This design comes from an exercise in tuning for small area on the open sky130 flow, not from production work.
In this exercise RTL edits were held to simulation tests only and were not proved equivalent to the original.
In runs 2 to 4 the design's own scripts or RTL, not TritonCTS, make the clock network.
The flow treats the clock pin as an ideal source. Dropping or thinning the clock tree relies on that and would not hold on a real chip.
No activity file was given, so power comes from the tool's default toggle rates.

**flow/config.mk**
```make
export PLATFORM = sky130hd
export DESIGN_NAME = param_sync_fifo
export DESIGN_NICKNAME = param_sync_fifo
export VERILOG_FILES = /design/flow/design.v
export SDC_FILE = /design/flow/constraint.sdc
export NUM_CORES = 4
export LEC_CHECK = 0
export CAP_MARGIN = 20
export CORE_MARGIN = 2
export CORE_UTILIZATION = 58
export SLEW_MARGIN = 20
export SYNTH_HIERARCHICAL = 1
```
**flow/design.v**
```verilog
module param_sync_fifo #(
  parameter int WIDTH        = 128,
  parameter int DEPTH        = 16,
  parameter int ALM_FULL_TH  = DEPTH - 2,
  parameter int ALM_EMPTY_TH = 2,
  parameter int FWFT         = 0
) (
  input  logic                clk,
  input  logic                reset,
  input  logic                i_wren,
  input  logic [WIDTH-1:0]    i_wrdata,
  input  logic                i_rden,
  input  logic                i_clr_err,
  output logic [WIDTH-1:0]    o_rddata,
  output logic                o_full,
  output logic                o_empty,
  output logic                o_alm_full,
  output logic                o_alm_empty,
  output logic [$clog2(DEPTH+1)-1:0] o_count,
  output logic                o_overflow,
  output logic                o_underflow
);
  localparam int CW = $clog2(DEPTH + 1);
  logic [WIDTH-1:0] r_mem [DEPTH];
  logic [DEPTH-1:0] r_wr_sel;    
  logic [DEPTH-1:0] r_rd_sel;    
  logic [CW-1:0]    r_count;
  logic             r_full;
  logic             r_empty;
  logic             r_alm_full;
  logic             r_alm_empty;
  logic             r_overflow;
  logic             r_underflow;
  logic [WIDTH-1:0] r_rddata;
  logic             w_rd_acc;
  logic             w_wr_acc;
  logic [CW-1:0]    w_count_nxt;
  logic [WIDTH-1:0] w_rd_word;
  assign w_rd_acc = i_rden && !r_empty;
  assign w_wr_acc = i_wren && (!r_full || w_rd_acc);
  always_comb begin
    w_count_nxt = r_count;
    if (w_wr_acc && !w_rd_acc)
      w_count_nxt = r_count + CW'(1);
    else if (w_rd_acc && !w_wr_acc)
      w_count_nxt = r_count - CW'(1);
  end
  logic [DEPTH-1:0] w_row_we;
  logic [DEPTH-1:0] w_row_keep;
  assign w_row_we   = r_wr_sel & {DEPTH{w_wr_acc}};
  assign w_row_keep = ~w_row_we;
  for (genvar i = 0; i < DEPTH; i++) begin : g_row
    logic [WIDTH-1:0] w_mem_nxt;
    for (genvar b = 0; b < WIDTH; b++) begin : g_bit
      fifo_ao22 u_hold (
        .a1(i_wrdata[b]), .a2(w_row_we[i]),
        .b1(r_mem[i][b]), .b2(w_row_keep[i]),
        .y(w_mem_nxt[b])
      );
    end
    always_ff @(posedge clk)
      r_mem[i] <= w_mem_nxt;
  end
  logic [DEPTH-1:0] w_rd_gate;
  logic             w_hold;
  assign w_rd_gate = r_rd_sel & {DEPTH{w_rd_acc && !reset}};
  assign w_hold    = !w_rd_acc && !reset;
  for (genvar b = 0; b < WIDTH; b++) begin : g_rd_bit
    logic [4:0] w_grp_n;
    for (genvar g = 0; g < 5; g++) begin : g_grp
      fifo_aoi222 u_aoi (
        .a1(r_mem[3*g][b]),   .a2(w_rd_gate[3*g]),
        .b1(r_mem[3*g+1][b]), .b2(w_rd_gate[3*g+1]),
        .c1(r_mem[3*g+2][b]), .c2(w_rd_gate[3*g+2]),
        .y(w_grp_n[g])
      );
    end
    fifo_rd_join u_join (
      .grp_n(w_grp_n),
      .a1(r_mem[15][b]), .a2(w_rd_gate[15]),
      .b1(r_rddata[b]),  .b2(w_hold),
      .y(w_rd_word[b])
    );
  end
  always_ff @(posedge clk)
    r_rddata <= w_rd_word;
  always_ff @(posedge clk) begin
    if (reset) begin
      r_wr_sel    <= DEPTH'(1);
      r_rd_sel    <= DEPTH'(1);
      r_count     <= '0;
      r_full      <= 1'b0;
      r_empty     <= 1'b1;
      r_alm_full  <= 1'b0;
      r_alm_empty <= 1'b1;
      r_overflow  <= 1'b0;
      r_underflow <= 1'b0;
    end else begin
      if (w_wr_acc)
        r_wr_sel <= {r_wr_sel[DEPTH-2:0], r_wr_sel[DEPTH-1]};
      if (w_rd_acc) begin
        r_rd_sel <= {r_rd_sel[DEPTH-2:0], r_rd_sel[DEPTH-1]};
      end
      r_count     <= w_count_nxt;
      r_full      <= (w_count_nxt == CW'(DEPTH));
      r_empty     <= (w_count_nxt == '0);
      r_alm_full  <= (w_count_nxt >= CW'(ALM_FULL_TH));
      r_alm_empty <= (w_count_nxt <= CW'(ALM_EMPTY_TH));
      if (i_wren && r_full && !w_rd_acc)
        r_overflow <= 1'b1;
      else if (i_clr_err)
        r_overflow <= 1'b0;
      if (i_rden && r_empty)
        r_underflow <= 1'b1;
      else if (i_clr_err)
        r_underflow <= 1'b0;
    end
  end
  assign o_rddata    = r_rddata;
  assign o_full      = r_full;
  assign o_empty     = r_empty;
  assign o_alm_full  = r_alm_full;
  assign o_alm_empty = r_alm_empty;
  assign o_count     = r_count;
  assign o_overflow  = r_overflow;
  assign o_underflow = r_underflow;
endmodule
module fifo_aoi222 (
  input  logic a1, a2, b1, b2, c1, c2,
  output logic y
);
  assign y = ~((a1 & a2) | (b1 & b2) | (c1 & c2));
endmodule
module fifo_rd_join (
  input  logic [4:0] grp_n,
  input  logic       a1, a2, b1, b2,
  output logic       y
);
  assign y = ~&grp_n | (a1 & a2) | (b1 & b2);
endmodule
module fifo_ao22 (
  input  logic a1, a2, b1, b2,
  output logic y
);
  assign y = (a1 & a2) | (b1 & b2);
endmodule
```
**flow/constraint.sdc**
```tcl
create_clock -name core_clock -period 3.2 [get_ports {clk}]
set_input_delay 0.6400 -clock core_clock [delete_from_list [all_inputs] [get_ports {clk}]]
set_output_delay 0.6400 -clock core_clock [all_outputs]
set_load 0.01 [all_outputs]
```
**flow/flow/run.sh**
```bash
#!/bin/bash
# Own layout flow: the standard synthesis unchanged, then the standard ORFS
# steps with buf_1 port buffers, no oversized repair buffers (flow/dont_use.txt
# adds them to the platform's list after synthesis) and a TritonCTS run with
# clkbuf_8 only, compact sink clusters and no dummy loads.
# Each tool's output goes to a log file in this folder.
set -euo pipefail
here=$(pwd)
bash standard.sh synth > "$here/synth.log" 2>&1

CTS="-sink_clustering_enable -repair_clock_nets -dont_use_dummy_load -buf_list sky130_fd_sc_hd__clkbuf_8 -sink_clustering_size 16 -sink_clustering_max_diameter 50"
bash standard.sh \
  "DONT_USE_CELLS=$(cat flow/dont_use.txt)" \
  "BUFFER_PORTS_ARGS=-buffer_cell sky130_fd_sc_hd__buf_1" \
  "CTS_ARGS=$CTS" \
  finish > "$here/layout.log" 2>&1
```
**flow/flow/dont_use.txt**
```
 sky130_fd_sc_hd__probe_p_8 sky130_fd_sc_hd__probec_p_8 sky130_fd_sc_hd__lpflow_bleeder_1 sky130_fd_sc_hd__lpflow_clkbufkapwr_1 sky130_fd_sc_hd__lpflow_clkbufkapwr_16 sky130_fd_sc_hd__lpflow_clkbufkapwr_2 sky130_fd_sc_hd__lpflow_clkbufkapwr_4 sky130_fd_sc_hd__lpflow_clkbufkapwr_8 sky130_fd_sc_hd__lpflow_clkinvkapwr_1 sky130_fd_sc_hd__lpflow_clkinvkapwr_16 sky130_fd_sc_hd__lpflow_clkinvkapwr_2 sky130_fd_sc_hd__lpflow_clkinvkapwr_4 sky130_fd_sc_hd__lpflow_clkinvkapwr_8 sky130_fd_sc_hd__lpflow_decapkapwr_12 sky130_fd_sc_hd__lpflow_decapkapwr_3 sky130_fd_sc_hd__lpflow_decapkapwr_4 sky130_fd_sc_hd__lpflow_decapkapwr_6 sky130_fd_sc_hd__lpflow_decapkapwr_8 sky130_fd_sc_hd__lpflow_inputiso0n_1 sky130_fd_sc_hd__lpflow_inputiso0p_1 sky130_fd_sc_hd__lpflow_inputiso1n_1 sky130_fd_sc_hd__lpflow_inputiso1p_1 sky130_fd_sc_hd__lpflow_inputisolatch_1 sky130_fd_sc_hd__lpflow_isobufsrc_1 sky130_fd_sc_hd__lpflow_isobufsrc_16 sky130_fd_sc_hd__lpflow_isobufsrc_2 sky130_fd_sc_hd__lpflow_isobufsrc_4 sky130_fd_sc_hd__lpflow_isobufsrc_8 sky130_fd_sc_hd__lpflow_isobufsrckapwr_16 sky130_fd_sc_hd__lpflow_lsbuf_lh_hl_isowell_tap_1 sky130_fd_sc_hd__lpflow_lsbuf_lh_hl_isowell_tap_2 sky130_fd_sc_hd__lpflow_lsbuf_lh_hl_isowell_tap_4 sky130_fd_sc_hd__lpflow_lsbuf_lh_isowell_4 sky130_fd_sc_hd__lpflow_lsbuf_lh_isowell_tap_1 sky130_fd_sc_hd__lpflow_lsbuf_lh_isowell_tap_2 sky130_fd_sc_hd__lpflow_lsbuf_lh_isowell_tap_4  sky130_fd_sc_hd__buf_12 sky130_fd_sc_hd__buf_16 sky130_fd_sc_hd__bufinv_8 sky130_fd_sc_hd__bufinv_16 sky130_fd_sc_hd__clkbuf_16 sky130_fd_sc_hd__bufbuf_8 sky130_fd_sc_hd__bufbuf_16 sky130_fd_sc_hd__inv_8 sky130_fd_sc_hd__inv_12 sky130_fd_sc_hd__inv_16 sky130_fd_sc_hd__dfxtp_4 sky130_fd_sc_hd__clkinv_8 sky130_fd_sc_hd__clkinv_16
```
**flow/standard.sh**
```bash
#!/bin/bash
# synth_recipe.tcl (not shown) runs the flow's synth.tcl, then flattens the netlist and writes it again
# the make line also repeats each setting of config.mk as NAME=value (left out here)
make -C /OpenROAD-flow-scripts/flow DESIGN_CONFIG=/design/flow/config.mk WORK_HOME=/design/flow/orfs CLKGATE_MAP_FILE= SYNTH_SCRIPT=/design/flow/synth_recipe.tcl "${@:-finish}"
```
==> results of run 1 <==
==> routing by layer <==
layer	up-vias	GRT usage, %
met5	-	0
met4	10	11.9
met3	451	7.83
met2	4086	55.2
met1	30400	54.8
li1	25900	-
==> worst max-delay path by stage <==
stage            start       endpoint  slack [ns]  cells past startpoint
4_1_cts        r_empty   r_rddata[61]        0.44                      9
5_1_grt        r_empty   r_rddata[64]        0.29                      8
6_report       r_empty   r_rddata[61]        0.34                      9
3_5_place_dp    i_rden  r_rddata[125]        0.14                      9
2_1_floorplan   i_rden   r_mem[10][0]       -0.53                      8
3_3_place_gp    i_rden   r_rddata[86]        0.12                      9
==> placed cells by master (no fill, tap or decap), types with 2 or more instances in the layout <==
| master | count |
|---|---|
| nand3_1 | 131 |
| xnor2_1 | 3 |
| clkbuf_8 | 176 |
| clkinvlp_4 | 15 |
| nor2b_1 | 3 |
| or3_1 | 129 |
| buf_2 | 225 |
| nor2_1 | 12 |
| inv_1 | 3 |
| and2_4 | 17 |
| buf_4 | 156 |
| nand2_8 | 16 |
| buf_1 | 270 |
| diode_2 | 4 |
| a22o_1 | 2177 |
| ha_1 | 2 |
| a31o_1 | 2 |
| nand2b_1 | 2 |
| o21ai_0 | 2 |
| a21oi_1 | 34 |
| nand2_1 | 181 |
| a31oi_1 | 2 |
| o21ai_1 | 2 |
| a222oi_1 | 640 |
| dfxtp_1 | 2219 |
==> logic make-up after synthesis <==
kind of cell / share of synthesized area [%]
buffers and inverters: 0.168
adder cells (fa/ha/maj): 0.0344
AO/OA/AOI/OAI: 35.4
XOR/XNOR: 0.0361
AND/OR/NAND/NOR: 3.39
flip-flops: 61.0
==> sequential cells by signal (all words and copies together), names as in the netlist <==
name         flops
r_full           1
r_mem         2048
r_rddata       128
r_alm_empty      1
r_alm_full       1
r_wr_sel        16
r_count          5
r_rd_sel        16
r_overflow       1
r_empty          1
r_underflow      1
==> Yosys stat by module, one instance, submodules excluded <==
module	cell area, sq um	times used	cells inside	flops+latches
fifo_ao22	8.76	2048	1	0
fifo_rd_join	23.8	128	4	0
param_sync_fifo	45400	1	2422	2219
fifo_aoi222	10.0	640	1	0
==> worst reg2reg max path, stage by stage, from the launching register on <==
cell and delay [ns]:
dfxtp_1 0.47, nand2b_4 0.23, nor2_1 0.05, buf_4 0.19, and2_4 0.31, buf_4 0.33
buf_2 0.33, a222oi_1 0.43, nand3_1 0.12, or3_1 0.33
==> report_power, final <==
part / total, mW / leakage (nW) / internal [mW] / switching, mW
registers: 30.9 / 18.0 / 29.7 / 1.21
logic: 3.43 / 13.3 / 1.68 / 1.75
clock network: 13.6 / 1.27 / 4.91 / 8.69
==> cell type report <==
type                       instances  area [sq um]  area share [%]
sequential                      2219         44400            54.9
multi-input combinational       3371         28600            35.3
timing repair buffer             653          3330            4.11
clock buffer                     176          2420            2.99
tap                             1637          2050            2.53
inverter                          19           133           0.164
antenna                            4          10.0          0.0124
==> cells in the mapped netlist, drive strengths merged, types with 2 or more instances <==
| cell type | count | area share, % |
|---|---|---|
| nand2 | 198 | 1.0 |
| a222oi | 640 | 8.8 |
| ha | 2 | 0.034 |
| nand3 | 131 | 0.90 |
| nor2b | 3 | 0.026 |
| and2 | 17 | 0.15 |
| clkbuf | 10 | 0.052 |
| inv | 19 | 0.098 |
| or3 | 129 | 1.1 |
| nor2 | 13 | 0.067 |
| a31o | 2 | 0.024 |
| o21ai | 4 | 0.027 |
| dfxtp | 2219 | 61 |
| a22o | 2177 | 26 |
| xnor2 | 3 | 0.036 |
| nand2b | 3 | 0.026 |
| a21oi | 34 | 0.23 |
| buf | 3 | 0.019 |
| a31oi | 2 | 0.017 |
==> through the flow <==
stage	TNS [ns]	std cells	hold slack [ns]
2_1_floorplan	-721.24	5622	0.440
3_3_place_gp	0	7898	0.455
3_5_place_dp	0	7898	0.454
4_1_cts	0	8075	0.0935
5_1_grt	0	8079	0.162
6_report	0	8079	0.166
==> flow_summary.toml, run 1 <==
[drt]
post_dr_wirelength_cell_um = 30.8
number_of_drc_markers_after_the_initial_detailed_route_iteration = 10700
routed-wl-met3_um = 29400
post_detailed_route_count_of_antenna_violating_nets = 0
drc = 0
route.layer.met1.wl_um = 105000
via_count = 60900
wl_um = 249000
dr.pass1.iters = 13
via_per_inst = 7.53
routed.top_layer = "met5"
dr_wl_met2_um = 107000

[timing]
slew_headroom_pct = 20.3
rsz_0062_raised_after_global_routing = "false"
final-max-slew-violation-count = 0
clock-skew-final_ns = 0.0808
report.final.setup_viol = 0
tightest_slew_ns = 1.19
period_minus_slack_ns = 2.86
fmax_mhz = 350
final_critical_path_setup_slack_ns = 0.341
hold_viol = 0
min_period_over_period_pct = 89.3

[global_routing]
global_route_wire_length_before_repair_um = 372000
antenna_found_initial = 14
globalRouteTotalUtil_pct = 37.4
grt_start_max_net_pins = 72
vias_in_the_first_global_route = 57700
gr-total-overflow = 0

[clock_network]
cts_root_buf = "clkbuf_8"
tritoncts.num_buffers = 176
register_clock_pin_slew_on_the_reported_worst_setup_and_hold_paths_ns = 0.10
cts_hold_buffers = 1
clock_tree_from_tritoncts = "built"
h_tree_depth = 4
clkLatencyLatePin_ns = 0.96
cts_resized = 0
cts_post_setup_buffers_inserted = 0
cts_max_path_buffers = 3
cts.sink_count = 2219

[worst_setup_path]
cp_top_family = "simple AND/OR/NAND/NOR gates"
critical_path.reg2reg.endpoint = "r_rddata[61]"
worst-path-max-fanout = 27
cp_num_buf_inv = 3
slowest_stage_cell_cp = "dfxtp_1"
endpoint_kind = "register"
worst-r2r-setup-slack_ns = 0.34
max_stage_delay_ns = 0.47
critPathArrivalTime_ns = 3.66
critPathRequiredTime_ns = 4.00
crit_path_frequent_cell = "buf_4"
r2r.worst_path.cells = 9
critical_path_class = "reg -> reg"
startpoint_type = "register"
regToRegStartpoint = "r_empty"
crit_chain = "nand2b_4 -> nor2_1 -> buf_4 -> and2_4 -> buf_4 -> buf_2 -> a222oi_1 -> nand3_1 -> or3_1"

[floorplanning]
floorplan.initialDensity_pct = 58.7
ioPinCount = 272
die-area_sq_um = 128000
floorplan.die.height_um = 358
die_width_um = 358
row_count = 129
design.core.area_sq_um = 124000

[yosys]
synthCells = 5622
synth_cell_type_count = 35
synth.yosys.seq_area_share_pct = 61.0
synth_edf_count = 0
ys_seq_elements = 2219
ys_async_sr_fraction_pct = 0
synth_flop_cell = "dfxtp_1"
synthesis.area_per_instance_sq_um = 13.0
net_count_synth = 5757
ys_warn_count = 9
syn_area_sq_um = 72800

[placement]
io_buffers = 271
gp_congestion = 0.836
dp_slack_ns = 0.139
dp.final_hpwl_um = 152000
placedInstanceArea_sq_um = 78500

[hold_path]
holdPathStages = 4
class_of_the_worst_hold_path = "in -> reg"
hold_start = "i_rden"
worstHoldEndpoint = "r_overflow"

[cells_and_area]
postLayoutCellArea_sq_um = 80900
layout.core_utilization_pct = 65.2
final_net_count = 6575
final.fill_count = 9625
drive_above_1_share_pct = 9.51
area_delta_synth_final_pct = 11.2

[outcome]
result_of_the_run = "no timing/DRC/antenna violations"

[run]
timing.max_cap.violations = 0

[pwr]
fin_total_pwr_mw = 47.9
power_leakage_nw = 32.6
power.density_nw_per_um2 = 592
ir_drop_mv = 0.468
==> inputs of run 2 (changes only) <==
==> flow/flow/run.sh (replaced) <==
#!/bin/bash
# Own layout flow: the standard synthesis unchanged, then the standard ORFS
# steps with buf_1 port buffers, no oversized repair buffers (flow/dont_use.txt
# adds them to the platform's list after synthesis), and a clock tree built by
# flow/clock_tree.tcl in place of TritonCTS: the flip-flops are split by
# recursive bisection into compact groups of at most 28, each driven by a
# clkbuf_16 at its centre, and the leaf buffers are grouped the same way up to
# one root buffer. Each tool's output goes to a log file in this folder.
set -euo pipefail
here=$(pwd)
bash standard.sh synth > "$here/synth.log" 2>&1

export CLK_LEAF_MAX=28 CLK_NODE_MAX=8
export CLK_LEAF_CELL=sky130_fd_sc_hd__clkbuf_16 CLK_NODE_CELL=sky130_fd_sc_hd__clkbuf_8
export CLK_ROOT_CELL=sky130_fd_sc_hd__clkbuf_16
bash standard.sh \
  "DONT_USE_CELLS=$(cat flow/dont_use.txt)" \
  "BUFFER_PORTS_ARGS=-buffer_cell sky130_fd_sc_hd__buf_1" \
  "PRE_CTS_TCL=$here/flow/clock_tree.tcl" \
  finish > "$here/layout.log" 2>&1
==> flow/flow/clock_tree.tcl (new file) <==
# Clock tree built here instead of by TritonCTS: the flip-flops are split by
# recursive bisection into compact groups of at most LEAF_MAX, each driven by
# a leaf clock buffer at its centre; the leaf buffers are grouped the same
# way, level by level, up to a single root buffer on the clock port.
set leaf_max  [expr {[info exists ::env(CLK_LEAF_MAX)] ? $::env(CLK_LEAF_MAX) : 20}]
set node_max  [expr {[info exists ::env(CLK_NODE_MAX)] ? $::env(CLK_NODE_MAX) : 8}]
set leaf_cell [expr {[info exists ::env(CLK_LEAF_CELL)] ? $::env(CLK_LEAF_CELL) : "sky130_fd_sc_hd__clkbuf_8"}]
set node_cell [expr {[info exists ::env(CLK_NODE_CELL)] ? $::env(CLK_NODE_CELL) : "sky130_fd_sc_hd__clkbuf_8"}]
set root_cell [expr {[info exists ::env(CLK_ROOT_CELL)] ? $::env(CLK_ROOT_CELL) : "sky130_fd_sc_hd__clkbuf_16"}]

set block [ord::get_db_block]
set db [ord::get_db]
set clknet [$block findNet clk]

proc tree_split {pts maxn} {
  if {[llength $pts] <= $maxn} { return [list $pts] }
  set xs [lsort -integer [lmap p $pts {lindex $p 0}]]
  set ys [lsort -integer [lmap p $pts {lindex $p 1}]]
  set idx [expr {([lindex $xs end]-[lindex $xs 0]) >= ([lindex $ys end]-[lindex $ys 0]) ? 0 : 1}]
  set s [lsort -integer -index $idx $pts]
  set n [llength $s]
  set ng [expr {($n + $maxn - 1) / $maxn}]
  set left [expr {($ng / 2) * $n / $ng}]
  return [concat [tree_split [lrange $s 0 [expr {$left-1}]] $maxn] [tree_split [lrange $s $left end] $maxn]]
}

# Drive each group from a new buffer at its centre; return the buffers' input pins as points.
proc tree_level {groups cellname tag} {
  set block [ord::get_db_block]
  set master [[ord::get_db] findMaster $cellname]
  set out {}
  set k 0
  foreach g $groups {
    set sx 0; set sy 0
    foreach p $g { incr sx [lindex $p 0]; incr sy [lindex $p 1] }
    set cx [expr {$sx / [llength $g]}]; set cy [expr {$sy / [llength $g]}]
    set inst [odb::dbInst_create $block $master "clktree_${tag}_$k"]
    $inst setLocation [expr {$cx - [$master getWidth]/2}] [expr {$cy - [$master getHeight]/2}]
    $inst setPlacementStatus PLACED
    set net [odb::dbNet_create $block "clktree_${tag}_net_$k"]
    $net setSigType CLOCK
    foreach p $g { set it [lindex $p 2]; $it disconnect; $it connect $net }
    [$inst findITerm X] connect $net
    lappend out [list $cx $cy [$inst findITerm A]]
    incr k
  }
  puts "tree.tcl: level $tag: $k x $cellname"
  return $out
}

set sinks {}
foreach it [$clknet getITerms] {
  if {[$it getIoType] eq "INPUT"} {
    set bb [[$it getInst] getBBox]
    lappend sinks [list [expr {([$bb xMin]+[$bb xMax])/2}] [expr {([$bb yMin]+[$bb yMax])/2}] $it]
  }
}
puts "tree.tcl: [llength $sinks] clock sinks"
set pts [tree_level [tree_split $sinks $leaf_max] $leaf_cell L0]
set lvl 1
while {[llength $pts] > 1} {
  if {[llength $pts] <= $node_max} {
    set pts [tree_level [list $pts] $root_cell R]
  } else {
    set pts [tree_level [tree_split $pts $node_max] $node_cell L$lvl]
  }
  incr lvl
}
foreach p $pts { [lindex $p 2] connect $clknet }

set_propagated_clock [all_clocks]
detailed_placement
# TritonCTS is not run: the tree above replaces it.
rename clock_tree_synthesis ""
proc clock_tree_synthesis {args} { puts "tree.tcl: clock tree built by tree.tcl" }
==> flow_summary.toml, run 2 <==
[run]
timing.max_cap.violations = 0

[cells_and_area]
postLayoutCellArea_sq_um = 80700
largest_register_ffs = 2048
drive_above_1_share_pct = 8.33
layout_commonest_cell = "dfxtp_1"
mostFrequentLayoutCells = "dfxtp_1 (2219), a22o_1 (2177), a222oi_1 (640), buf_1 (270), buf_2 (225)"
layout.core_utilization_pct = 65.0
reg_top3 = "r_mem x2048, r_rddata x128"
largest_register = "r_mem"
final_net_count = 6491
area_delta_synth_final_pct = 10.8

[yosys]
synth_compound_gate_area_share_pct = 35.4
syn_area_sq_um = 72800
net_count_synth = 5757
synth_area_leader = "dfxtp_1"
synth_flop_cell = "dfxtp_1"
ys_top_cells_by_count = "dfxtp_1 (2219), a22o_1 (2177), a222oi_1 (640)"
synthCells = 5622
synth_top_family_by_area = "compound AO/OA/AOI/OAI gates"
synthSimpleGateAreaFrac_pct = 3.39
fraction_of_synthesized_cell_area_taken_by_the_top_area_cell_type_pct = 61.0
synthesis.area_per_instance_sq_um = 13.0
synth_edf_count = 0
ys_warn_count = 9
ys_seq_elements = 2219
synth.mux.area_fraction_pct = 0
synth.yosys.seq_area_share_pct = 61.0
post_synth_fa_ha_maj_area_fraction_pct = 0.0344
synth_cell_type_count = 35
synthXorXnorAreaFrac_pct = 0.0361
synth.most_common_cell = "dfxtp_1"
synth.area.top_cells = "dfxtp_1 (61%), a22o_1 (26%), a222oi_1 (8.8%), or3_1 (1.1%), nand2_1 (1.0%)"
ys_async_sr_fraction_pct = 0

[timing]
report.final.setup_viol = 0
period_minus_slack_ns = 2.93
rsz_0062_raised_after_global_routing = "false"
final_critical_path_setup_slack_ns = 0.274
fmax_mhz = 342
clock-skew-final_ns = 0.0272
final-max-slew-violation-count = 0
hold_viol = 0
fin_setup_tns_ns = 0
slew_headroom_pct = 19.4
min_period_over_period_pct = 91.4
tightest_slew_ns = 1.21

[clock_network]
register_clock_pin_slew_on_the_reported_worst_setup_and_hold_paths_ns = 0.10
cts_resized = 0
clkLatencyLatePin_ns = 0.89
cts_post_setup_buffers_inserted = 0
cts_hold_buffers = 0

[floorplanning]
row_count = 129
floorplan.initialDensity_pct = 58.7
floorplan.die.height_um = 358
die_width_um = 358
ioPinCount = 272
design.core.area_sq_um = 124000
die-area_sq_um = 128000

[pwr]
sw_frac_of_total_pct = 23.5
ir_drop_mv = 0.543
internal_power_mw = 36.2
power.share.clock_pct = 27.6
net_switching_component_of_the_power_mw = 11.2
pwr-share-comb_pct = 7.2
fin_total_pwr_mw = 47.4
power_frac_seq_pct = 65.2
power_leakage_nw = 32.4
power.density_nw_per_um2 = 588

[placement]
dp_slack_ns = 0.139
placedInstanceArea_sq_um = 78500
gp_congestion = 0.836
io_buffers = 271
dp.final_hpwl_um = 152000

[drt]
drc = 0
via_per_inst = 7.56
number_of_drc_markers_after_the_initial_detailed_route_iteration = 10700
post_detailed_route_count_of_antenna_violating_nets = 0
via_count = 60400
wl_um = 247000
post_dr_wirelength_cell_um = 30.9
dr.pass1.iters = 15

[outcome]
result_of_the_run = "no timing/DRC/antenna violations"

[global_routing]
grt_start_max_net_pins = 72
globalRouteTotalUtil_pct = 36.6
global_route_wire_length_before_repair_um = 369000
gr-total-overflow = 0
antenna_found_initial = 15
vias_in_the_first_global_route = 56900

[worst_setup_path]
slowest_stage_cell_cp = "dfxtp_1"
worst-path-max-fanout = 27
critPathRequiredTime_ns = 3.95
crit_chain = "nand2b_4 -> nor2_1 -> buf_4 -> and2_4 -> buf_4 -> buf_2 -> a222oi_1 -> nand3_1 -> or3_1"
crit_path_frequent_cell = "buf_4"
r2r.worst_path.cells = 9
max_stage_delay_ns = 0.48
startpoint_type = "register"
endpoint_kind = "register"
critical_path_class = "reg -> reg"
critPathArrivalTime_ns = 3.68

[hold_path]
class_of_the_worst_hold_path = "in -> reg"
holdPathStages = 4
==> run 2: cell counts after synthesis <==
No cell type changed its count.
==> run 2: power by group through the flow <==
stage          Sequential, mW  Clock [mW]  Combinational, mW
2_1_floorplan            31.2           0               2.10
3_3_place_gp             31.4           0               3.26
3_5_place_dp             31.4           0               3.37
4_1_cts                  30.8        13.2               3.38
5_1_grt                  31.1        14.1               3.69
6_report                 30.9        13.1               3.43
==> run 2: path summary, 6_finish.rpt <==
kind	to	slack, ns	from
worst min-delay path	r_overflow	0.05	i_clr_err
worst min register to register	r_rd_sel[15]	0.47	r_rd_sel[15]
worst max register to register	r_rddata[61]	0.27	r_empty
worst max-delay path	r_rddata[61]	0.27	r_empty
==> run 2: critical path, delay by kind of cell, from the launching register on <==
kind / cells / cell delay [ns]
compound gates: 1 / 0.42
flops: 1 / 0.48
simple gates: 5 / 1.03
buf+inv: 3 / 0.79
==> run 2: per-stage QoR <==
step,cells,hold slack [ns]
finish,7994,0.0508
global route,7991,0.0739
CTS,7991,0.0161
detailed placement,7898,0.454
global placement,7898,0.455
floorplan,5622,0.440
==> run 2: cell families (layout without fill, tap and decap cells) <==
group           count (synthesis)  after routing
fa+ha+maj                       2              2
other cells                     0              3
buf+inv                        32            764
xor+xnor                        3              3
simple gates                  501            501
flops                        2219           2219
compound gates               2865           2865
==> run 2: cell type report <==
| type | instances | area, sq um |
|---|---|---|
| Sequential cell | 2219 | 44400 |
| Fill cell | 9599 | 43400 |
| Multi-Input combinational cell | 3371 | 28600 |
| Timing Repair Buffer | 652 | 3320 |
| Buffer | 93 | 2190 |
| Tap cell | 1637 | 2050 |
| Inverter | 19 | 133 |
| Antenna cell | 3 | 7.51 |
==> run 2: per-module statistics from Yosys (local to each module, per instance) <==
module | times used | area, sq um | flops+latches
fifo_aoi222 | 640 | 10.0 | 0
param_sync_fifo | 1 | 45400 | 2219
fifo_ao22 | 2048 | 8.76 | 0
fifo_rd_join | 128 | 23.8 | 0
==> run 2: per-layer routing <==
layer  wire length (um)  track usage, %  vias to the layer above  share of wire (%)
met5                175           0.593                        -              0.071
met4               7120            9.96                       12                2.9
met3              28700            5.88                      413                 12
met2             107000            54.9                     3937                 43
met1             104000            54.7                    30300                 42
li1                   -               -                    25700                  -
==> inputs of run 3 (changes only) <==
--- a/flow/design.v
+++ b/flow/design.v
@@ -29,2 +29,3 @@
   logic             r_empty;
+  logic             r_rd_ok;     
   logic             r_alm_full;
@@ -64,5 +65,7 @@
   logic [DEPTH-1:0] w_rd_gate;
+  logic             w_rd_go;
   logic             w_hold;
-  assign w_rd_gate = r_rd_sel & {DEPTH{w_rd_acc && !reset}};
-  assign w_hold    = !w_rd_acc && !reset;
+  assign w_rd_go   = i_rden && r_rd_ok && !reset;
+  assign w_hold    = !(i_rden && r_rd_ok) && !reset;
+  assign w_rd_gate = r_rd_sel & {DEPTH{w_rd_go}};
   for (genvar b = 0; b < WIDTH; b++) begin : g_rd_bit
@@ -77,4 +80,6 @@
     end
+    logic w_grp_any;
+    fifo_nand4 u_any (.a(w_grp_n[3:0]), .y(w_grp_any));
     fifo_rd_join u_join (
-      .grp_n(w_grp_n),
+      .any3(w_grp_any), .grp4_n(w_grp_n[4]),
       .a1(r_mem[15][b]), .a2(w_rd_gate[15]),
@@ -93,2 +98,3 @@
       r_empty     <= 1'b1;
+      r_rd_ok     <= 1'b0;
       r_alm_full  <= 1'b0;
@@ -106,2 +112,3 @@
       r_empty     <= (w_count_nxt == '0);
+      r_rd_ok     <= (w_count_nxt != '0);
       r_alm_full  <= (w_count_nxt >= CW'(ALM_FULL_TH));
@@ -133,8 +140,14 @@
 endmodule
-module fifo_rd_join (
-  input  logic [4:0] grp_n,
-  input  logic       a1, a2, b1, b2,
+module fifo_nand4 (
+  input  logic [3:0] a,
   output logic       y
 );
-  assign y = ~&grp_n | (a1 & a2) | (b1 & b2);
+  assign y = ~&a;
+endmodule
+module fifo_rd_join (
+  input  logic any3, grp4_n,
+  input  logic a1, a2, b1, b2,
+  output logic y
+);
+  assign y = ~(~any3 & grp4_n & ~(a1 & a2) & ~(b1 & b2));
 endmodule
--- a/flow/config.mk
+++ b/flow/config.mk
@@ -10,2 +10,3 @@
 export CORE_UTILIZATION = 58
+export PLACE_DENSITY = 0.92
 export SLEW_MARGIN = 20
==> flow_summary.toml, run 3 <==
[floorplanning]
ioPinCount = 272
die_width_um = 358
floorplan.die.height_um = 358
design.core.area_sq_um = 124000
row_count = 129
floorplan.initialDensity_pct = 58.5
die-area_sq_um = 128000

[pwr]
power_leakage_nw = 30.8
ir_drop_mv = 0.547
power.density_nw_per_um2 = 586
fin_total_pwr_mw = 47.1

[worst_setup_path]
critPathArrivalTime_ns = 3.61
startpoint_type = "register"
endpoint_kind = "register"
worst-r2r-setup-slack_ns = 0.36
critical_path_class = "reg -> reg"
regToRegStartpoint = "r_empty"
worst-path-max-fanout = 32
r2r.worst_path.cells = 7
critical_path.reg2reg.endpoint = "r_mem[2][47]"
critPathRequiredTime_ns = 3.97

[hold_path]
class_of_the_worst_hold_path = "in -> reg"
hold_start = "i_clr_err"
worstHoldEndpoint = "r_overflow"
holdPathStages = 4

[cells_and_area]
layout_commonest_cell = "dfxtp_1"
mostFrequentLayoutCells = "dfxtp_1 (2220), a22o_1 (2048), a222oi_1 (640), buf_1 (269), buf_4 (179)"
largest_register = "r_mem"
final_net_count = 6329
area_delta_synth_final_pct = 10.7
layout.core_utilization_pct = 64.8
finalNonFillerCells = 7834
reg_top3 = "r_mem x2048, r_rddata x128"
largest_register_ffs = 2048
drive_above_1_share_pct = 7.95

[yosys]
fraction_of_synthesized_cell_area_taken_by_the_top_area_cell_type_pct = 61.2
syn_area_sq_um = 72600
synth_area_leader = "dfxtp_1"
net_count_synth = 5637
synth_edf_count = 0
ys_warn_count = 9
synth.most_common_cell = "dfxtp_1"
synth.area.top_cells = "dfxtp_1 (61%), a22o_1 (25%), a222oi_1 (8.8%), a22oi_1 (1.3%), nand3b_1 (1.3%)"
synth_flop_cell = "dfxtp_1"
ys_top_cells_by_count = "dfxtp_1 (2220), a22o_1 (2048), a222oi_1 (640)"
synth_cell_type_count = 43
synthCells = 5502
ys_async_sr_fraction_pct = 0
ys_seq_elements = 2220
synth.yosys.seq_area_share_pct = 61.2
synthesis.area_per_instance_sq_um = 13.2

[run]
timing.max_cap.violations = 0

[outcome]
result_of_the_run = "no timing/DRC/antenna violations"

[global_routing]
vias_in_the_first_global_route = 61000
grt_start_max_net_pins = 69
antenna_found_initial = 18
gr-total-overflow = 0
met3_usage_pct = 9.18
globalRouteTotalUtil_pct = 35.3
routing_usage_on_met1_pct = 46.4
grt_busiest_layer = "met2"
groute.layer.met2.usage_pct = 53.7
global_route_wire_length_before_repair_um = 363000

[timing]
clock-skew-final_ns = 0.0424
whs_ns = 0.0636
slew_headroom_pct = 15.5
hold_viol = 0
min_period_over_period_pct = 88.8
fin_setup_tns_ns = 0
tightest_slew_ns = 1.27
period_minus_slack_ns = 2.84
rsz_0062_raised_after_global_routing = "false"
fmax_mhz = 352
final-max-slew-violation-count = 0
report.final.setup_viol = 0

[placement]
dp.final_hpwl_um = 149000
placed_cells_incl_taps = 7735
io_buffers = 271
gp_congestion = 0.905

[clock_network]
register_clock_pin_slew_on_the_reported_worst_setup_and_hold_paths_ns = 0.10
cts_resized = 0
cts_hold_buffers = 0
clkLatencyLatePin_ns = 0.90
cts_post_setup_buffers_inserted = 0

[drt]
via_count = 62200
number_of_drc_markers_after_the_initial_detailed_route_iteration = 12200
via_per_inst = 7.93
drc = 0
post_detailed_route_count_of_antenna_violating_nets = 0
wl_um = 239000
post_dr_wirelength_cell_um = 30.5
dr.pass1.iters = 14
==> run 3: cell types whose count changed in the layout (fill, tap and decap cells not counted), moves of 127 or more <==
cell and change:
a22o_1 -129, a22oi_1 +129, nand2_1 -127, nand3_1 -128, nand3b_1 +129, nand4_1 +128, or3_1 -128
==> run 3: Yosys stat by module (local to each module, per instance) <==
module	cells	copies in the design
fifo_rd_join	2	128
fifo_aoi222	1	640
fifo_ao22	1	2048
fifo_nand4	1	128
param_sync_fifo	2430	1
==> run 3: area by class of cell <==
type	count	area, sq um
Antenna cell	5	12.5
Multi-Input combinational cell	3248	28300
Inverter	20	135
Tap cell	1637	2050
Timing Repair Buffer	611	3180
Sequential cell	2220	44400
Fill cell	8764	43600
Buffer	93	2190
==> run 3: worst max path at each step <==
| stage | from | endpoint | slack, ns |
|---|---|---|---|
| final | r_empty | r_mem[2][47] | 0.36 |
| after CTS | r_empty | r_mem[2][34] | 0.50 |
| after floorplan | i_rden | r_mem[10][0] | -0.53 |
| after global routing | r_empty | r_mem[4][106] | 0.36 |
| after detailed placement | i_rden | r_mem[7][29] | 0.04 |
| after global placement | i_rden | r_mem[7][106] | 0.12 |
==> run 3: cell families (layout without fill, tap and decap cells) <==
| group | Yosys count | in the layout | synth area share, % |
|---|---|---|---|
| compound gates | 2869 | 2869 | 35.3 |
| flops | 2220 | 2220 | 61.2 |
| simple gates | 373 | 373 | 3.18 |
| buf+inv | 34 | 724 | 0.186 |
| xor+xnor | 4 | 4 | 0.0483 |
| fa+ha+maj | 2 | 2 | 0.0345 |
| other cells | 0 | 5 | 0 |
==> run 3: critical path: stages (launching register included) <==
cell        delay, ns
dfxtp_1          0.45
nand2b_4         0.18
nand2_2          0.12
and2_4           0.29
nand2_8          0.27
clkinvlp_4       0.57
buf_4            0.50
a22o_1           0.27
==> run 3: power by group <==
part | internal, mW | total, mW | switching [mW]
combinational | 1.55 | 3.32 | 1.77
sequential | 29.6 | 30.7 | 1.19
clock | 4.88 | 13.0 | 8.15
==> run 3: stage by stage <==
stage	instance area (sq um)	setup slack, ns
2_1_floorplan	73000	-0.529
3_3_place_gp	78100	0.123
3_5_place_dp	78100	0.0408
4_1_cts	80300	0.497
5_1_grt	80300	0.355
6_report	80300	0.359
==> run 3: routing by layer <==
layer / share of wire, % / vias up
met2: 43 / 5522
met3: 14 / 1063
met5: 0.096 / -
met1: 37 / 30100
li1: - / 25400
met4: 5.9 / 28
==> inputs of run 4 (changes only) <==
--- a/flow/config.mk
+++ b/flow/config.mk
@@ -10,3 +10,3 @@
 export CORE_UTILIZATION = 58
-export PLACE_DENSITY = 0.92
+export PLACE_DENSITY = 0.85
 export SLEW_MARGIN = 20
==> flow_summary.toml, run 4 <==
[outcome]
result_of_the_run = "no timing/DRC/antenna violations"

[pwr]
power_frac_seq_pct = 65.4
internal_power_mw = 36.0
power.share.clock_pct = 27.7
sw_frac_of_total_pct = 23.4
pwr-share-comb_pct = 7.0
power_leakage_nw = 31.1
fin_total_pwr_mw = 47.0
net_switching_component_of_the_power_mw = 11.0
power.density_nw_per_um2 = 583
ir_drop_mv = 0.446

[global_routing]
grt_start_max_net_pins = 89
antenna_found_initial = 6
gr-total-overflow = 0
global_route_wire_length_before_repair_um = 358000
vias_in_the_first_global_route = 59400
globalRouteTotalUtil_pct = 34.8

[timing]
hold_viol = 0
whs_ns = 0.0530
fin_setup_tns_ns = 0
rsz_0062_raised_after_global_routing = "false"
period_minus_slack_ns = 2.82
clock-skew-final_ns = 0.0203
min_period_over_period_pct = 88.1
report.final.setup_viol = 0
fmax_mhz = 355
slew_headroom_pct = 20.3
final-max-slew-violation-count = 0
tightest_slew_ns = 1.20

[drt]
drc = 0
wl_um = 235000
dr.pass1.iters = 14
post_dr_wirelength_cell_um = 29.8
post_detailed_route_count_of_antenna_violating_nets = 0
via_per_inst = 7.73
via_count = 61000
number_of_drc_markers_after_the_initial_detailed_route_iteration = 12100

[clock_network]
clkLatencyLatePin_ns = 0.91
cts_post_setup_buffers_inserted = 0
register_clock_pin_slew_on_the_reported_worst_setup_and_hold_paths_ns = 0.10
cts_hold_buffers = 0
cts_resized = 0

[worst_setup_path]
critPathArrivalTime_ns = 3.65
crit_path_frequent_cell = "buf_4"
worst-r2r-setup-slack_ns = 0.38
startpoint_type = "register"
max_stage_delay_ns = 0.39
endpoint_kind = "register"
cp_top_family = "simple AND/OR/NAND/NOR gates"
crit_chain = "nand2_1 -> nor2_1 -> buf_4 -> and2_4 -> buf_4 -> buf_2 -> a222oi_1 -> nand4_1 -> nand3b_1"
critical_path_class = "reg -> reg"
cp_num_buf_inv = 3
slowest_stage_cell_cp = "dfxtp_1"
critPathRequiredTime_ns = 4.03
worst-path-max-fanout = 17

[yosys]
ys_seq_elements = 2220
fraction_of_synthesized_cell_area_taken_by_the_top_area_cell_type_pct = 61.2
synthSimpleGateAreaFrac_pct = 3.18
post_synth_fa_ha_maj_area_fraction_pct = 0.0345
net_count_synth = 5637
ys_top_cells_by_count = "dfxtp_1 (2220), a22o_1 (2048), a222oi_1 (640)"
synthCells = 5502
synth_flop_cell = "dfxtp_1"
synth_top_family_by_area = "compound AO/OA/AOI/OAI gates"
synth.mux.area_fraction_pct = 0
syn_area_sq_um = 72600
ys_warn_count = 9
ys_async_sr_fraction_pct = 0
synth_area_leader = "dfxtp_1"
synth.area.top_cells = "dfxtp_1 (61%), a22o_1 (25%), a222oi_1 (8.8%), a22oi_1 (1.3%), nand3b_1 (1.3%)"
synth_cell_type_count = 43
synth.yosys.seq_area_share_pct = 61.2
synth_edf_count = 0
synth.most_common_cell = "dfxtp_1"
synthesis.area_per_instance_sq_um = 13.2
synth_compound_gate_area_share_pct = 35.3
synthXorXnorAreaFrac_pct = 0.0483

[placement]
dp.final_hpwl_um = 146000
gp_congestion = 0.886
io_buffers = 271
placedInstanceArea_sq_um = 78300

[floorplanning]
floorplan.initialDensity_pct = 58.5
floorplan.die.height_um = 358
die-area_sq_um = 128000
ioPinCount = 272
row_count = 129
die_width_um = 358
design.core.area_sq_um = 124000

[cells_and_area]
final_net_count = 6383
layout_commonest_cell = "dfxtp_1"
largest_register_ffs = 2048
drive_above_1_share_pct = 8.73
postLayoutCellArea_sq_um = 80500
area_delta_synth_final_pct = 11.0
reg_top3 = "r_mem x2048, r_rddata x128"
largest_register = "r_mem"
mostFrequentLayoutCells = "dfxtp_1 (2220), a22o_1 (2048), a222oi_1 (640), buf_1 (270), buf_2 (237)"

[hold_path]
class_of_the_worst_hold_path = "in -> reg"

[run]
timing.max_cap.violations = 0
[run 4: power groups by stage]
stage / Sequential (mW) / Combinational, mW / Clock, mW
floorplan: 31.0 / 1.96 / 0
global placement: 31.2 / 3.03 / 0
detailed placement: 31.2 / 3.19 / 0
CTS: 30.7 / 3.21 / 13.0
global route: 30.9 / 3.49 / 13.9
finish: 30.7 / 3.28 / 13.0
[run 4: worst min-delay path, delay by kind of cell]
family | cells | cell delay [ns]
compound gates | 1 | 0.05
buf+inv | 2 | 0.15
simple gates | 1 | 0.08
[run 4: per-module statistics from Yosys, one instance, submodules excluded]
module	cell area [sq um]	flip-flops and latches
fifo_ao22	8.76	0
fifo_nand4	6.26	0
fifo_aoi222	10.0	0
fifo_rd_join	15.0	0
param_sync_fifo	45500	2220
[run 4: worst paths after layout]
check	start	endpoint	cells after the start
max reg2reg	r_rd_ok	r_rddata[101]	9
min reg2reg	r_rd_sel[2]	r_rd_sel[3]	2
max	r_rd_ok	r_rddata[101]	9
min	i_clr_err	r_overflow	4
[run 4: kinds of logic (layout without fill, tap and decap cells)]
kind of cell | after synthesis | after routing
AOI/OAI and AO/OA | 2869 | 2869
DFF | 2220 | 2220
and+or+nand+nor | 373 | 373
buffers and inverters | 34 | 778
xor gates and xnor gates | 4 | 4
adders and majority gates | 2 | 2
other | 0 | 3
[run 4: final cells by class]
type	count	area, sq um
multi-input combinational	3248	28300
fill	9166	43400
sequential	2220	44400
antenna	3	7.51
tap	1637	2050
buffer	93	2190
timing repair buffer	665	3400
inverter	20	135
[run 4: layer usage]
layer / vias up / GRT usage (%) / part of all wire (%) / routed length (um)
met4: 12 / 15.2 / 5.0 / 11700
met5: - / 0 / 0.053 / 124
met2: 4794 / 53.1 / 43 / 102000
met1: 29900 / 47.4 / 38 / 89700
li1: 25500 / - / - / -
met3: 734 / 8.13 / 13 / 31600
[run 4: per-stage QoR]
stage | std cells | setup slack (ns) | util (%)
detailed placement | 7790 | -0.0498 | 63.2
global route | 7884 | 0.341 | 65.0
global placement | 7790 | -0.0200 | 63.2
CTS | 7883 | 0.475 | 65.0
floorplan | 5502 | -0.529 | -
finish | 7886 | 0.381 | 65.0

==> re-timing with driven ports <==
No port has a modelled driver above. Below, the same layouts with a new extraction and two added sets of constraints. Step 1, drivers: a clkbuf_16 drives clk and a buf_2 each remaining input, both assumed. Step 2 times the ports against the registers' clock, not the clock port: input delays grow and output delays shrink by t, the midpoint of the rising clock arrivals with the driver on. Slacks: ideal / step 1 / step 2; pairs: ideal / step 1.
run	shift t [ns]	setup slack, ns	worst hold slack (ns)	worst slew at a driven data input, ns
run 1	0.990	0.341 / 0.341 / 0.007	0.166 / 0.114 / 0.452	0.12
run 2	0.954	0.274 / 0.274 / -0.007	0.051 / -0.007 / 0.475	0.11
run 3	0.960	0.359 / 0.359 / -0.087	0.064 / 0.004 / 0.477	0.11
run 4	0.970	0.381 / 0.381 / -0.261	0.053 / -0.006 / 0.475	0.13
With both steps, setup timing fails in run 2, run 3 and run 4, where it was met with ideal ports. The setup slack of run 4, which loses most, moves by 0.000 ns with the drivers and by -0.642 ns with both steps.
